Source: an optimization exercise on an open RTL-to-GDS flow (aim: small area, a short achievable clock period and few clock cycles per item). Production flows keep margins and buffers that such runs may drop. At most, simulation tests tie the RTL to the original design; equivalence was not proved. Power is estimated from default activity; no workload was simulated.

==> flow/design.v <==
package pcmmm_pkg;
  localparam int unsigned ValueW   = 20;
  localparam int unsigned TimeW    = 17;
  localparam int unsigned ChanW    = 4;
  localparam int unsigned SumW     = 36;
  localparam int unsigned CountW   = 16;
  localparam int unsigned Channels = 16;
  localparam logic [ValueW-1:0] LowReset  = 20'd9000;
  localparam logic [ValueW-1:0] HighReset = 20'd16000;
  localparam logic [CountW-1:0] CountMax  = '1;
endpackage
import pcmmm_pkg::*;
module per_channel_min_max_mean (
  input  logic        clk_i,
  input  logic        rst_ni,
  input  logic        s_axis_tvalid,
  output logic        s_axis_tready,
  input  logic        s_axis_tuser,   
  input  logic [47:0] s_axis_tdata,   
  output logic        m_axis_tvalid,
  input  logic        m_axis_tready,
  output logic [119:0] m_axis_tdata,  
  input  logic        cfg_valid_i,
  output logic        cfg_ready_o,
  input  logic        cfg_index_i,
  input  logic [ValueW-1:0] cfg_data_i
);
  localparam int unsigned DivR   = 3;                          
  localparam int unsigned DivS   = (ValueW + DivR - 1) / DivR;  
  localparam int unsigned DivP   = DivS * DivR;                
  localparam int unsigned NMul   = (1 << DivR) - 1;            
  localparam int unsigned MulW   = CountW + DivR;
  localparam int unsigned StepW  = $clog2(DivS + 1);
  localparam int unsigned QDepth = 2;                          
  localparam int unsigned Cap    = QDepth + 1;                 
  localparam int unsigned CapW   = $clog2(Cap + 1);
  localparam int unsigned SnapW  = ChanW + 1 + 2 * (ValueW + TimeW) + CountW + SumW;
  assign cfg_ready_o = 1'b1;
  logic [ValueW-1:0] low_q, high_q;
  always_ff @(posedge clk_i or negedge rst_ni) begin
    if (!rst_ni) begin
      low_q  <= LowReset;
      high_q <= HighReset;
    end else if (cfg_valid_i) begin
      if (cfg_index_i) high_q <= cfg_data_i;
      else             low_q  <= cfg_data_i;
    end
  end
  logic              take;
  logic [ChanW-1:0]  in_ch;
  logic [ValueW-1:0] in_val;
  logic [TimeW-1:0]  in_ts;
  logic [Channels-1:0] in_sel;
  logic full_q;
  assign s_axis_tready = !full_q || !s_axis_tuser;
  assign take   = s_axis_tvalid && s_axis_tready;
  assign in_ch  = s_axis_tdata[3:0];
  assign in_val = s_axis_tdata[23:4];
  assign in_ts  = s_axis_tdata[40:24];
  always_comb begin
    for (int c = 0; c < Channels; c++) in_sel[c] = (in_ch == ChanW'(c));
  end
  localparam int unsigned StatW = 2 * (ValueW + TimeW) + SumW + CountW;
  logic [Channels-1:0]            vld_q;
  logic [Channels-1:0][StatW-1:0] stat_q;    
  logic                           r_vld;
  logic [StatW-1:0]               r_stat;
  always_comb begin
    r_vld  = 1'b0;
    r_stat = '0;
    for (int c = 0; c < Channels; c++) begin
      r_vld  = r_vld  | (in_sel[c] & vld_q[c]);
      r_stat = r_stat | ({StatW{in_sel[c] & vld_q[c]}} & stat_q[c]);
    end
  end
  logic                y_rec, y_rd, y_fwd;
  logic [ChanW-1:0]    y_ch;
  logic [Channels-1:0] y_sel;
  logic [ValueW-1:0]   y_val;
  logic [TimeW-1:0]    y_ts;
  logic                y_evld;
  logic [StatW-1:0]    y_e;
  logic                w_rec, w_rd, w_lte, w_gte;
  logic [ChanW-1:0]    w_ch;
  logic [Channels-1:0] w_sel;
  logic [ValueW-1:0]   w_val;
  logic [TimeW-1:0]    w_ts;
  logic                w_evld;
  logic [ValueW-1:0]   e_minv, e_maxv;
  logic [TimeW-1:0]    e_mint, e_maxt;
  logic [SumW-1:0]     w_nsum;    
  logic [CountW-1:0]   w_ncnt;
  logic [StatW-1:0]    n_stat;    
  logic in_win, in_fwd;
  assign in_win = (in_val >= low_q) && (in_val <= high_q);
  assign in_fwd = w_rec && (in_ch == w_ch);
  always_ff @(posedge clk_i or negedge rst_ni) begin
    if (!rst_ni) begin
      y_rec <= 1'b0;
      y_rd  <= 1'b0;
    end else begin
      y_rec <= take && !s_axis_tuser && in_win;
      y_rd  <= take && s_axis_tuser;
    end
  end
  always_ff @(posedge clk_i) begin
    y_ch  <= in_ch;
    y_sel <= in_sel;
    y_val <= in_val;
    y_ts  <= in_ts;
    y_fwd <= y_rec && (in_ch == y_ch);
    if (in_fwd) begin
      y_evld <= 1'b1;
      y_e    <= n_stat;
    end else begin
      y_evld <= r_vld;
      y_e    <= r_stat;
    end
  end
  logic [ValueW-1:0] y_minv, y_maxv;
  logic [TimeW-1:0]  y_mint, y_maxt;
  assign {y_minv, y_mint, y_maxv, y_maxt} = y_e[StatW-1 -: 2 * (ValueW + TimeW)];
  logic c1_lt, c2_lt, c1_gt, c2_gt, y_lt, y_gt;
  assign c1_lt = (y_val < y_minv) || (y_val == y_minv && y_ts < y_mint);
  assign c2_lt = (y_val < w_val)  || (y_val == w_val  && y_ts < w_ts);
  assign c1_gt = (y_val > y_maxv) || (y_val == y_maxv && y_ts < y_maxt);
  assign c2_gt = (y_val > w_val)  || (y_val == w_val  && y_ts < w_ts);
  assign y_lt  = (y_fwd && w_lte) ? c2_lt : c1_lt;
  assign y_gt  = (y_fwd && w_gte) ? c2_gt : c1_gt;
  always_ff @(posedge clk_i or negedge rst_ni) begin
    if (!rst_ni) begin
      w_rec <= 1'b0;
      w_rd  <= 1'b0;
    end else begin
      w_rec <= y_rec;
      w_rd  <= y_rd;
    end
  end
  logic [SumW-1:0]   y_sum, y_nsum;
  logic [CountW-1:0] y_cnt, y_ncnt;
  logic              y_add;
  assign y_sum  = y_fwd ? w_nsum : y_e[CountW +: SumW];
  assign y_cnt  = y_fwd ? w_ncnt : y_e[0 +: CountW];
  assign y_add  = y_rec && (y_cnt != CountMax);
  localparam int unsigned HiW = SumW - ValueW;
  logic [ValueW:0]  y_lo;
  logic [HiW-1:0]   y_hi, y_hi1;
  assign y_lo   = {1'b0, y_sum[ValueW-1:0]} + {1'b0, y_val};
  assign y_hi   = y_sum[SumW-1:ValueW];
  assign y_hi1  = y_hi + 1'b1;
  assign y_nsum = !y_add ? y_sum : {y_lo[ValueW] ? y_hi1 : y_hi, y_lo[ValueW-1:0]};
  assign y_ncnt = y_add ? y_cnt + 1'b1 : y_cnt;
  always_ff @(posedge clk_i) begin
    w_ch   <= y_ch;
    w_sel  <= y_sel;
    w_val  <= y_val;
    w_ts   <= y_ts;
    w_nsum <= y_nsum;
    w_ncnt <= y_ncnt;
    if (y_fwd) begin
      w_evld <= 1'b1;
      {e_minv, e_mint, e_maxv, e_maxt} <= n_stat[StatW-1 -: 2 * (ValueW + TimeW)];
      w_lte  <= y_lt;
      w_gte  <= y_gt;
    end else begin
      w_evld <= y_evld;
      {e_minv, e_mint, e_maxv, e_maxt} <= y_e[StatW-1 -: 2 * (ValueW + TimeW)];
      w_lte  <= y_lt || !y_evld;
      w_gte  <= y_gt || !y_evld;
    end
  end
  assign n_stat = {w_lte ? w_val : e_minv, w_lte ? w_ts : e_mint,
                   w_gte ? w_val : e_maxv, w_gte ? w_ts : e_maxt,
                   w_nsum, w_ncnt};
  always_ff @(posedge clk_i or negedge rst_ni) begin
    if (!rst_ni) begin
      vld_q <= '0;
    end else begin
      for (int c = 0; c < Channels; c++) begin
        if (w_rec && w_sel[c]) vld_q[c] <= 1'b1;
      end
    end
  end
  always_ff @(posedge clk_i) begin
    for (int c = 0; c < Channels; c++) begin
      if (w_rec && w_sel[c]) stat_q[c] <= n_stat;
    end
  end
  logic [SnapW-1:0] snap;
  logic             b_rd;
  assign b_rd = w_rd;
  assign snap = {w_ch, w_evld, e_minv, e_mint, e_maxv, e_maxt, w_ncnt, w_nsum};
  logic [SnapW-1:0] q_d [QDepth];
  logic [QDepth-1:0] q_v;
  logic [QDepth:0]   q_mv;    
  logic              o_free;
  always_comb begin
    q_mv[QDepth] = q_v[QDepth-1] && o_free;
    for (int k = QDepth - 1; k >= 1; k--) begin
      q_mv[k] = q_v[k-1] && (!q_v[k] || q_mv[k+1]);
    end
    q_mv[0] = b_rd;
  end
  always_ff @(posedge clk_i or negedge rst_ni) begin
    if (!rst_ni) begin
      q_v <= '0;
    end else begin
      for (int k = 0; k < QDepth; k++) begin
        if (q_mv[k])        q_v[k] <= 1'b1;
        else if (q_mv[k+1]) q_v[k] <= 1'b0;
      end
    end
  end
  always_ff @(posedge clk_i) begin
    if (q_mv[0]) q_d[0] <= snap;
    for (int k = 1; k < QDepth; k++) begin
      if (q_mv[k]) q_d[k] <= q_d[k-1];
    end
  end
  logic                o_busy, o_done;
  logic [StepW-1:0]    o_step;
  logic [ChanW-1:0]    o_ch;
  logic                o_has;
  logic [ValueW-1:0]   o_minv, o_maxv;
  logic [TimeW-1:0]    o_mint, o_maxt;
  logic [CountW-1:0]   o_cnt;
  logic [CountW-1:0]   o_rem;
  logic [DivP-1:0]     o_qd;       
  logic [MulW-1:0]     o_mul [NMul+1];   
  logic              load;
  logic [SnapW-1:0]  head;
  logic [ChanW-1:0]  h_ch;
  logic              h_has;
  logic [ValueW-1:0] h_minv, h_maxv;
  logic [TimeW-1:0]  h_mint, h_maxt;
  logic [CountW-1:0] h_cnt;
  logic [SumW-1:0]   h_sum;
  assign head = q_d[QDepth-1];
  assign {h_ch, h_has, h_minv, h_mint, h_maxv, h_maxt, h_cnt, h_sum} = head;
  assign o_free = !o_busy || (o_done && m_axis_tready);
  assign load   = q_mv[QDepth];
  logic [MulW-1:0] mul [NMul+1];
  always_comb begin
    mul[0] = '0;
    for (int j = 1; j <= NMul; j++) begin
      if (j == 1)          mul[j] = MulW'(o_cnt);
      else if (j % 2 == 1) mul[j] = o_mul[j];
      else                 mul[j] = mul[j/2] << 1;
    end
  end
  logic [CountW+DivR-1:0] trial;
  logic [DivR-1:0]        qbits;
  logic [CountW-1:0]      rem_n;
  assign trial = {o_rem, o_qd[DivP-1 -: DivR]};
  logic [NMul+1:0]        ge;
  logic [CountW+DivR-1:0] diff [NMul+1];
  always_comb begin
    diff[0]    = trial;
    ge[0]      = 1'b1;
    ge[NMul+1] = 1'b0;
    for (int j = 1; j <= NMul; j++) begin
      diff[j] = trial - mul[j];
      ge[j]   = (trial >= mul[j]);
    end
  end
  always_comb begin
    qbits = '0;
    rem_n = {CountW{load}} & CountW'(h_sum >> DivP);
    for (int j = 0; j <= NMul; j++) begin
      if (ge[j] && !ge[j+1]) begin
        qbits = qbits | DivR'(j);
      end
      if (ge[j] && !ge[j+1] && !load) begin
        rem_n = rem_n | diff[j][CountW-1:0];
      end
    end
    if (!o_has) qbits = '0;
  end
  always_ff @(posedge clk_i or negedge rst_ni) begin
    if (!rst_ni) begin
      o_busy <= 1'b0;
      o_done <= 1'b0;
      o_step <= '0;
    end else if (load) begin
      o_busy <= 1'b1;
      o_done <= 1'b0;
      o_step <= '0;
    end else if (o_busy && !o_done) begin
      o_step <= o_step + 1'b1;
      if (o_step == StepW'(DivS - 1)) o_done <= 1'b1;
    end else if (o_done && m_axis_tready) begin
      o_busy <= 1'b0;
      o_done <= 1'b0;
    end
  end
  localparam int unsigned OutW = ChanW + 1 + 2 * (ValueW + TimeW) + CountW;
  logic [OutW-1:0] o_out, h_out;
  logic            o_step_en;
  assign h_out     = {h_ch, h_has, h_minv, h_mint, h_maxv, h_maxt, h_cnt};
  assign o_step_en = o_busy && !o_done;
  assign {o_ch, o_has, o_minv, o_mint, o_maxv, o_maxt, o_cnt} = o_out;
  always_ff @(posedge clk_i or negedge rst_ni) begin
    if (!rst_ni) begin
      o_out <= '0;
      o_qd  <= '0;
      for (int j = 3; j <= NMul; j += 2) o_mul[j] <= '0;
    end else if (load) begin
      o_out <= h_out;
      o_qd  <= h_sum[DivP-1:0];
      for (int j = 3; j <= NMul; j += 2) o_mul[j] <= MulW'(j) * MulW'(h_cnt);
    end else if (o_step_en) begin
      o_qd  <= {o_qd[DivP-DivR-1:0], qbits};
    end
  end
  always_ff @(posedge clk_i) begin
    o_rem <= rem_n;
  end
  assign m_axis_tvalid = o_done;
  assign m_axis_tdata  = {5'b0, o_cnt, o_qd[ValueW-1:0], o_maxt, o_maxv,
                          o_mint, o_minv, o_has, o_ch};
  logic [CapW-1:0] infl_q, infl_d;
  logic            fire;
  assign fire   = o_done && m_axis_tready;
  assign infl_d = infl_q + CapW'(take && s_axis_tuser) - CapW'(fire);
  always_ff @(posedge clk_i or negedge rst_ni) begin
    if (!rst_ni) begin
      infl_q <= '0;
      full_q <= 1'b0;
    end else begin
      infl_q <= infl_d;
      full_q <= (infl_d >= CapW'(Cap));
    end
  end
endmodule
Settings: LEC_CHECK=0, CAP_MARGIN=20, CORE_MARGIN=2, CORE_UTILIZATION=40, PLACE_DENSITY=0.6, SETUP_SLACK_MARGIN=4.2, SLEW_MARGIN=20; clock period 7.0 ns.
run.sh (not shown) runs the stock make flow with config.mk's settings and CLKGATE_MAP_FILE= SYNTH_SCRIPT=/design/flow/synth_recipe.tcl, a recipe that flattens the netlist after the stock synthesis.
==> next run, changes <==
--- a/flow/design.v
+++ b/flow/design.v
@@ -139,19 +139,13 @@
   logic [SumW-1:0]   y_sum, y_nsum;
   logic [CountW-1:0] y_cnt, y_ncnt;
   logic              y_add;
   assign y_sum  = y_fwd ? w_nsum : y_e[CountW +: SumW];
   assign y_cnt  = y_fwd ? w_ncnt : y_e[0 +: CountW];
   assign y_add  = y_rec && (y_cnt != CountMax);
-  localparam int unsigned HiW = SumW - ValueW;
-  logic [ValueW:0]  y_lo;
-  logic [HiW-1:0]   y_hi, y_hi1;
-  assign y_lo   = {1'b0, y_sum[ValueW-1:0]} + {1'b0, y_val};
-  assign y_hi   = y_sum[SumW-1:ValueW];
-  assign y_hi1  = y_hi + 1'b1;
-  assign y_nsum = !y_add ? y_sum : {y_lo[ValueW] ? y_hi1 : y_hi, y_lo[ValueW-1:0]};
+  assign y_nsum = y_add ? y_sum + SumW'(y_val) : y_sum;
   assign y_ncnt = y_add ? y_cnt + 1'b1 : y_cnt;
   always_ff @(posedge clk_i) begin
     w_ch   <= y_ch;
     w_sel  <= y_sel;
     w_val  <= y_val;
     w_ts   <= y_ts;
@@ -262,18 +256,16 @@
       diff[j] = trial - mul[j];
       ge[j]   = (trial >= mul[j]);
     end
   end
   always_comb begin
     qbits = '0;
-    rem_n = {CountW{load}} & CountW'(h_sum >> DivP);
+    rem_n = '0;
     for (int j = 0; j <= NMul; j++) begin
       if (ge[j] && !ge[j+1]) begin
         qbits = qbits | DivR'(j);
-      end
-      if (ge[j] && !ge[j+1] && !load) begin
         rem_n = rem_n | diff[j][CountW-1:0];
       end
     end
     if (!o_has) qbits = '0;
   end
   always_ff @(posedge clk_i or negedge rst_ni) begin
@@ -310,13 +302,13 @@
       for (int j = 3; j <= NMul; j += 2) o_mul[j] <= MulW'(j) * MulW'(h_cnt);
     end else if (o_step_en) begin
       o_qd  <= {o_qd[DivP-DivR-1:0], qbits};
     end
   end
   always_ff @(posedge clk_i) begin
-    o_rem <= rem_n;
+    o_rem <= load ? CountW'(h_sum >> DivP) : rem_n;
   end
   assign m_axis_tvalid = o_done;
   assign m_axis_tdata  = {5'b0, o_cnt, o_qd[ValueW-1:0], o_maxt, o_maxv,
                           o_mint, o_minv, o_has, o_ch};
   logic [CapW-1:0] infl_q, infl_d;
   logic            fire;
=> Synthesized area hardly moves. Synthesized cell count stays flat. Worst setup slack gains 190 ps. First-iteration DRC count shrinks by a few percent. Non-clock buffer count shrinks by 22. Critical path depth grows by 2. Combinational power shrinks by a few percent.
Testbench counts after the change, summed over its fixed seeds: cycles 11,047, reads 909.
The RTL of the first run of this note was laid out without a check of its function.

[re-timing with driven ports]
How much do the figures lean on ideal ports? The routed layouts below were timed once more, with nothing changed but the port constraints. Step 1: set_driving_cell puts a clkbuf_16 on clk_i and a buf_2 on each other input, an assumption about the parent block. Step 2 moves the port delays by t, midway between the first and last clock arrival at a register: inputs arrive t later, outputs are due t later. That takes back most of the time a late clock gives input paths. a / b / c = ideal ports / drivers / drivers and shift; a / b = the first two.
run	shift t [ns]	setup WS [ns]	worst hold slack (ns)	worst register clock-pin slew, ns	cell pins on the clock port's net
the first run	0.931	3.511 / 3.511 / 3.037	0.326 / 0.326 / 0.326	0.07 / 0.07	1
the second run	0.933	3.702 / 3.698 / 3.216	0.314 / 0.314 / 0.314	0.07 / 0.07	1
After both steps every run listed still meets setup and hold. For the second run, which loses most, drivers alone change the setup slack by -0.004 ns; drivers and shift together by -0.486 ns.
